This is an optimization exercise on Yosys and OpenROAD, whose aim is small area, a short achievable clock period and few clock cycles per item, not a production implementation.
In this exercise RTL edits were held to simulation tests only and were not proved equivalent to the original.
No activity file was given, so power comes from the tool's default toggle rates.

==> 03-03: inputs <==
## mult_pipe_mac
module mult_pipe_mac #(
  parameter int AW    = 18,
  parameter int BW    = 18,
  parameter int LAT   = 3,
  parameter int GUARD = 8
) (
  input  logic                   clk,
  input  logic                   rst,
  input  logic                   in_valid,
  output logic                   in_ready,
  input  logic [AW-1:0]          in_a,
  input  logic [BW-1:0]          in_b,
  input  logic                   in_signed,
  input  logic [1:0]             in_mode,
  output logic                   out_valid,
  input  logic                   out_ready,
  output logic [AW+BW+GUARD-1:0] out_data,
  output logic                   out_ovf
);
Settings: LEC_CHECK=0, CAP_MARGIN=20, CORE_MARGIN=2, CORE_UTILIZATION=40, SETUP_SLACK_MARGIN=3.5, SLEW_MARGIN=20, SYNTH_HIERARCHICAL=1; clock period 8.0 ns.
run.sh (not shown) runs the stock make flow with config.mk's settings and CLKGATE_MAP_FILE= SYNTH_SCRIPT=/design/flow/synth_recipe.tcl, a recipe that flattens the netlist after the stock synthesis.
==> 08-16: changes against 03-03 <==
--- a/flow/design.v
+++ b/flow/design.v
@@ -20,11 +20,11 @@
   logic        stall_s;
   logic        s1_valid_r;
   logic [17:0] s1_a_r;
   logic [17:0] s1_b_r;
   logic        s1_signed_r;
-  logic [1:0]  s1_mode_r;
+  logic [1:0]  s1_mode_r;     
   logic        s2_valid_r;
   logic        s2_signed_r;
   logic [1:0]  s2_mode_r;
   logic [44:0] cs0_r;
   logic [44:0] cs1_r;
@@ -696,20 +696,23 @@
   logic tb_kc3;
   logic tb_ks4;
   logic tb_kc4;
   logic tb_ks5;
   logic tb_kc5;
+  function automatic logic [1:0] mode_dec(input logic [1:0] m);
+    mode_dec = {m == 2'b01 || m == 2'b10, m == 2'b01};
+  endfunction
   assign stall_s  = out_valid_r && !out_ready;
   assign in_ready = !stall_s;
   always_ff @(posedge clk) begin
     if (rst)           s1_valid_r <= 1'b0;
     else if (!stall_s) s1_valid_r <= in_valid;
     if (!stall_s) begin
       s1_a_r      <= in_a;
       s1_b_r      <= in_b;
       s1_signed_r <= in_signed;
-      s1_mode_r   <= in_mode;
+      s1_mode_r   <= mode_dec(in_mode);
       s1_x18_r    <= in_signed & in_a[17];
       s1_y18_r    <= in_signed & in_b[17];
       s1_bo_r[0] <= in_b[0] ^ 1'b0;
       s1_bt_r[0] <= (in_b[1] & ~in_b[0] & ~1'b0) | (~in_b[1] & in_b[0] & 1'b0);
       s1_bn_r[0] <= in_b[1];
@@ -1227,11 +1230,11 @@
       cs0_r[37] <= ta_ks9;
       cs0_r[38] <= pp_9_20;
       cs1_r[38] <= ta_kc9;
     end
   end
-  assign accx_s = (s2_mode_r == 2'b01) ? {s2_signed_r & acc_r[43], acc_r} : '0;
+  assign accx_s = s2_mode_r[0] ? {s2_signed_r & acc_r[43], acc_r} : '0;
   mpm_ha u_tb_ha0 (.a(accx_s[0]), .b(cs0_r[0]), .s(tb_hs0), .co(tb_hc0));
   mpm_ha u_tb_ha1 (.a(accx_s[1]), .b(cs0_r[1]), .s(tb_hs1), .co(tb_hc1));
   mpm_fa u_tb_fa0 (.a(accx_s[2]), .b(cs0_r[2]), .c(cs1_r[2]), .s(tb_fs0), .co(tb_fc0));
   mpm_fa u_tb_fa1 (.a(accx_s[3]), .b(cs0_r[3]), .c(cs1_r[3]), .s(tb_fs1), .co(tb_fc1));
   mpm_fa u_tb_fa2 (.a(accx_s[4]), .b(cs0_r[4]), .c(cs1_r[4]), .s(tb_fs2), .co(tb_fc2));
@@ -1286,15 +1289,15 @@
   always_ff @(posedge clk) begin
     if (rst)           out_valid_r <= 1'b0;
     else if (!stall_s) out_valid_r <= s2_valid_r;
     if (!stall_s && s2_valid_r) begin
       out_data_r <= sum_s[43:0];
-      out_ovf_r  <= (s2_mode_r == 2'b01) && (s2_signed_r ? (sum_s[44] ^ sum_s[43]) : sum_s[44]);
+      out_ovf_r  <= s2_mode_r[0] && (s2_signed_r ? (sum_s[44] ^ sum_s[43]) : sum_s[44]);
     end
     if (rst)
       acc_r <= '0;
-    else if (!stall_s && s2_valid_r && (s2_mode_r == 2'b01 || s2_mode_r == 2'b10))
+    else if (!stall_s && s2_valid_r && s2_mode_r[1])
       acc_r <= sum_s[43:0];
   end
   assign out_valid = out_valid_r;
   assign out_data  = out_data_r;
   assign out_ovf   = out_ovf_r;
==> flow/flow/run.sh (new file) <==
#!/bin/bash
set -euo pipefail
W=$PWD
RES=$W/orfs/results/$FLOW_PLATFORM/mult_pipe_mac/base
export BUFFER_PORTS_ARGS="-buffer_cell sky130_fd_sc_hd__buf_2"
bash standard.sh synth > synth.log 2>&1
sed -i 's/\bsky130_fd_sc_hd__a22oi_2\b/sky130_fd_sc_hd__a22oi_1/' "$RES/1_2_yosys.v"
touch "$RES/1_2_yosys.v"
grep -c 'sky130_fd_sc_hd__a22oi_1' "$RES/1_2_yosys.v" > downsize.log 2>&1 || true
bash standard.sh finish > layout.log 2>&1
==> flow/standard.sh (new file) <==
#!/bin/bash
# synth_recipe.tcl (not shown) runs the flow's synth.tcl, then flattens the netlist and writes it again
# the make line also repeats each setting of config.mk as NAME=value (left out here)
make -C /OpenROAD-flow-scripts/flow DESIGN_CONFIG=/design/flow/config.mk WORK_HOME=/design/flow/orfs CLKGATE_MAP_FILE= SYNTH_SCRIPT=/design/flow/synth_recipe.tcl "${@:-finish}"
--- a/flow/config.mk
+++ b/flow/config.mk
@@ -5,9 +5,11 @@
 export SDC_FILE = /design/flow/constraint.sdc
 export NUM_CORES = 4
 export LEC_CHECK = 0
 export CAP_MARGIN = 20
 export CORE_MARGIN = 2
-export CORE_UTILIZATION = 40
-export SETUP_SLACK_MARGIN = 3.5
+export CORE_UTILIZATION = 45
+export GPL_ROUTABILITY_DRIVEN = 0
+export PLACE_DENSITY = 0.7
+export SETUP_SLACK_MARGIN = 4.1
 export SLEW_MARGIN = 20
 export SYNTH_HIERARCHICAL = 1
removed: flow/run.sh
==> 12-01: changes against 03-03 <==
--- a/flow/config.mk
+++ b/flow/config.mk
@@ -6,8 +6,8 @@
 export NUM_CORES = 4
 export LEC_CHECK = 0
 export CAP_MARGIN = 20
 export CORE_MARGIN = 2
 export CORE_UTILIZATION = 40
-export SETUP_SLACK_MARGIN = 3.5
+export SETUP_SLACK_MARGIN = 4.8
 export SLEW_MARGIN = 20
 export SYNTH_HIERARCHICAL = 1
==> 12-10: changes against 03-03 <==
--- a/flow/design.v
+++ b/flow/design.v
@@ -20,11 +20,11 @@
   logic        stall_s;
   logic        s1_valid_r;
   logic [17:0] s1_a_r;
   logic [17:0] s1_b_r;
   logic        s1_signed_r;
-  logic [1:0]  s1_mode_r;
+  logic [1:0]  s1_mode_r;     
   logic        s2_valid_r;
   logic        s2_signed_r;
   logic [1:0]  s2_mode_r;
   logic [44:0] cs0_r;
   logic [44:0] cs1_r;
@@ -696,20 +696,23 @@
   logic tb_kc3;
   logic tb_ks4;
   logic tb_kc4;
   logic tb_ks5;
   logic tb_kc5;
+  function automatic logic [1:0] mode_dec(input logic [1:0] m);
+    mode_dec = {m == 2'b01 || m == 2'b10, m == 2'b01};
+  endfunction
   assign stall_s  = out_valid_r && !out_ready;
   assign in_ready = !stall_s;
   always_ff @(posedge clk) begin
     if (rst)           s1_valid_r <= 1'b0;
     else if (!stall_s) s1_valid_r <= in_valid;
     if (!stall_s) begin
       s1_a_r      <= in_a;
       s1_b_r      <= in_b;
       s1_signed_r <= in_signed;
-      s1_mode_r   <= in_mode;
+      s1_mode_r   <= mode_dec(in_mode);
       s1_x18_r    <= in_signed & in_a[17];
       s1_y18_r    <= in_signed & in_b[17];
       s1_bo_r[0] <= in_b[0] ^ 1'b0;
       s1_bt_r[0] <= (in_b[1] & ~in_b[0] & ~1'b0) | (~in_b[1] & in_b[0] & 1'b0);
       s1_bn_r[0] <= in_b[1];
@@ -1227,11 +1230,11 @@
       cs0_r[37] <= ta_ks9;
       cs0_r[38] <= pp_9_20;
       cs1_r[38] <= ta_kc9;
     end
   end
-  assign accx_s = (s2_mode_r == 2'b01) ? {s2_signed_r & acc_r[43], acc_r} : '0;
+  assign accx_s = s2_mode_r[0] ? {s2_signed_r & acc_r[43], acc_r} : '0;
   mpm_ha u_tb_ha0 (.a(accx_s[0]), .b(cs0_r[0]), .s(tb_hs0), .co(tb_hc0));
   mpm_ha u_tb_ha1 (.a(accx_s[1]), .b(cs0_r[1]), .s(tb_hs1), .co(tb_hc1));
   mpm_fa u_tb_fa0 (.a(accx_s[2]), .b(cs0_r[2]), .c(cs1_r[2]), .s(tb_fs0), .co(tb_fc0));
   mpm_fa u_tb_fa1 (.a(accx_s[3]), .b(cs0_r[3]), .c(cs1_r[3]), .s(tb_fs1), .co(tb_fc1));
   mpm_fa u_tb_fa2 (.a(accx_s[4]), .b(cs0_r[4]), .c(cs1_r[4]), .s(tb_fs2), .co(tb_fc2));
@@ -1286,15 +1289,15 @@
   always_ff @(posedge clk) begin
     if (rst)           out_valid_r <= 1'b0;
     else if (!stall_s) out_valid_r <= s2_valid_r;
     if (!stall_s && s2_valid_r) begin
       out_data_r <= sum_s[43:0];
-      out_ovf_r  <= (s2_mode_r == 2'b01) && (s2_signed_r ? (sum_s[44] ^ sum_s[43]) : sum_s[44]);
+      out_ovf_r  <= s2_mode_r[0] && (s2_signed_r ? (sum_s[44] ^ sum_s[43]) : sum_s[44]);
     end
     if (rst)
       acc_r <= '0;
-    else if (!stall_s && s2_valid_r && (s2_mode_r == 2'b01 || s2_mode_r == 2'b10))
+    else if (!stall_s && s2_valid_r && s2_mode_r[1])
       acc_r <= sum_s[43:0];
   end
   assign out_valid = out_valid_r;
   assign out_data  = out_data_r;
   assign out_ovf   = out_ovf_r;
==> flow/flow/run.sh (new file) <==
#!/bin/bash
set -euo pipefail
W=$PWD
RES=$W/orfs/results/$FLOW_PLATFORM/mult_pipe_mac/base
export BUFFER_PORTS_ARGS="-buffer_cell sky130_fd_sc_hd__buf_2"
bash standard.sh synth > synth.log 2>&1
sed -i 's/\bsky130_fd_sc_hd__a22oi_2\b/sky130_fd_sc_hd__a22oi_1/' "$RES/1_2_yosys.v"
touch "$RES/1_2_yosys.v"
grep -c 'sky130_fd_sc_hd__a22oi_1' "$RES/1_2_yosys.v" > downsize.log 2>&1 || true
bash standard.sh finish > layout.log 2>&1
==> flow/standard.sh (new file) <==
#!/bin/bash
# synth_recipe.tcl (not shown) runs the flow's synth.tcl, then flattens the netlist and writes it again
# the make line also repeats each setting of config.mk as NAME=value (left out here)
make -C /OpenROAD-flow-scripts/flow DESIGN_CONFIG=/design/flow/config.mk WORK_HOME=/design/flow/orfs CLKGATE_MAP_FILE= SYNTH_SCRIPT=/design/flow/synth_recipe.tcl "${@:-finish}"
--- a/flow/config.mk
+++ b/flow/config.mk
@@ -5,9 +5,10 @@
 export SDC_FILE = /design/flow/constraint.sdc
 export NUM_CORES = 4
 export LEC_CHECK = 0
 export CAP_MARGIN = 20
 export CORE_MARGIN = 2
-export CORE_UTILIZATION = 40
-export SETUP_SLACK_MARGIN = 3.5
+export CORE_UTILIZATION = 50
+export PLACE_DENSITY = 0.75
+export SETUP_SLACK_MARGIN = 3.8
 export SLEW_MARGIN = 20
 export SYNTH_HIERARCHICAL = 1
removed: flow/run.sh
==> comparison table <==
                                                                                                12-10       03-03       08-16       12-01
Flip-flop and latch share of the layout cell area                                               31.4%       29.0%       30.0%       25.2%
Power Clock                                                                                   1.14 mW     1.10 mW     1.03 mW     1.15 mW
Setup repair after global routing missed its margin                                               yes          no         yes         yes
Maximum net fanout on the critical path                                                            20          13          45          23
Switching power                                                                               3.51 mW     3.43 mW     3.56 mW     4.24 mW
Ratio of routed vias to standard cells                                                           6.01        5.37        5.83        5.41
Worst reg2reg setup slack                                                                     3.86 ns     3.75 ns     4.04 ns     4.01 ns
Worst-case reg-to-reg path depth                                                                    8          15          14          16
Portion of netlist area occupied by mux cells                                                       -      0.109%           -      0.109%
Type of element launching the critical path                                                 flip-flop  input port   flip-flop   flip-flop
Average detailed-routed wire length per instance                                              21.5 µm     20.5 µm     21.3 µm     21.8 µm
Worst endpoint data arrival time                                                              4.41 ns     2.73 ns     4.23 ns     4.37 ns
Post-synthesis instance area                                                               0.0175 mm²  0.0184 mm²  0.0175 mm²  0.0184 mm²
Clock Power Share                                                                               13.9%       13.5%       12.3%       11.3%
Synthesized-area fraction occupied by xor and xnor cells                                            -       12.2%           -       12.2%
Cell count after synthesis                                                                      1,499       1,501       1,499       1,501
Post-CTS clock slew at the launch and capture registers of the worst setup and hold paths     0.06 ns     0.06 ns     0.06 ns     0.07 ns
Post-Route WL                                                                                 45.6 mm     46.7 mm     48.0 mm     52.5 mm
Multi-input gate area in the final layout                                                  0.0111 mm²  0.0121 mm²  0.0113 mm²  0.0135 mm²
Run status                                                                   timing/DRC/antenna clean  timing/DRC/antenna clean  timing/DRC/antenna clean  timing/DRC/antenna clean
Antenna violations before repair                                                                    0           0           3           1
Cell Rows                                                                                          68          78          72          78
Testbench counts of 03-03, summed over its fixed seeds: cycles 32,024, items 32,000.
Testbench counts of 08-16, summed over its fixed seeds: cycles 32,024, items 32,000.
Testbench counts of 12-01, summed over its fixed seeds: cycles 32,024, items 32,000.
Testbench counts of 12-10, summed over its fixed seeds: cycles 32,024, items 32,000.

-- separate check: timing with driven ports --
The flow's constraints put no driver on any port. The routed layouts listed below were extracted and timed again, unchanged, in two steps. Step 1, drivers: a clkbuf_16 drives clk and a buf_2 each remaining input, both assumed. Step 2 times the ports against the registers' clock, not the clock port: input delays grow and output delays shrink by t, the midpoint of the rising clock arrivals with the driver on. Slacks: ideal ports / drivers / drivers and shift; pairs: ideal ports / drivers.
run | t, ns | setup slack, ns | worst setup path after step 2 | slew at the worst register clock pin (ns) | worst slew at a driven data input, ns
03-03 | 0.579 | 3.665 / 3.638 / 3.638 | input to output | 0.06 / 0.06 | 0.04
08-16 | 0.569 | 4.036 / 4.036 / 4.007 | input to register | 0.06 / 0.06 | 0.07
12-01 | 0.587 | 4.013 / 4.013 / 4.013 | register to register | 0.07 / 0.07 | 0.04
12-10 | 0.567 | 3.859 / 3.859 / 3.859 | register to register | 0.07 / 0.07 | 0.05
After both steps every run listed still meets setup and hold. For 08-16, which loses most, drivers alone change the setup slack by 0.000 ns; drivers and shift together by -0.029 ns.
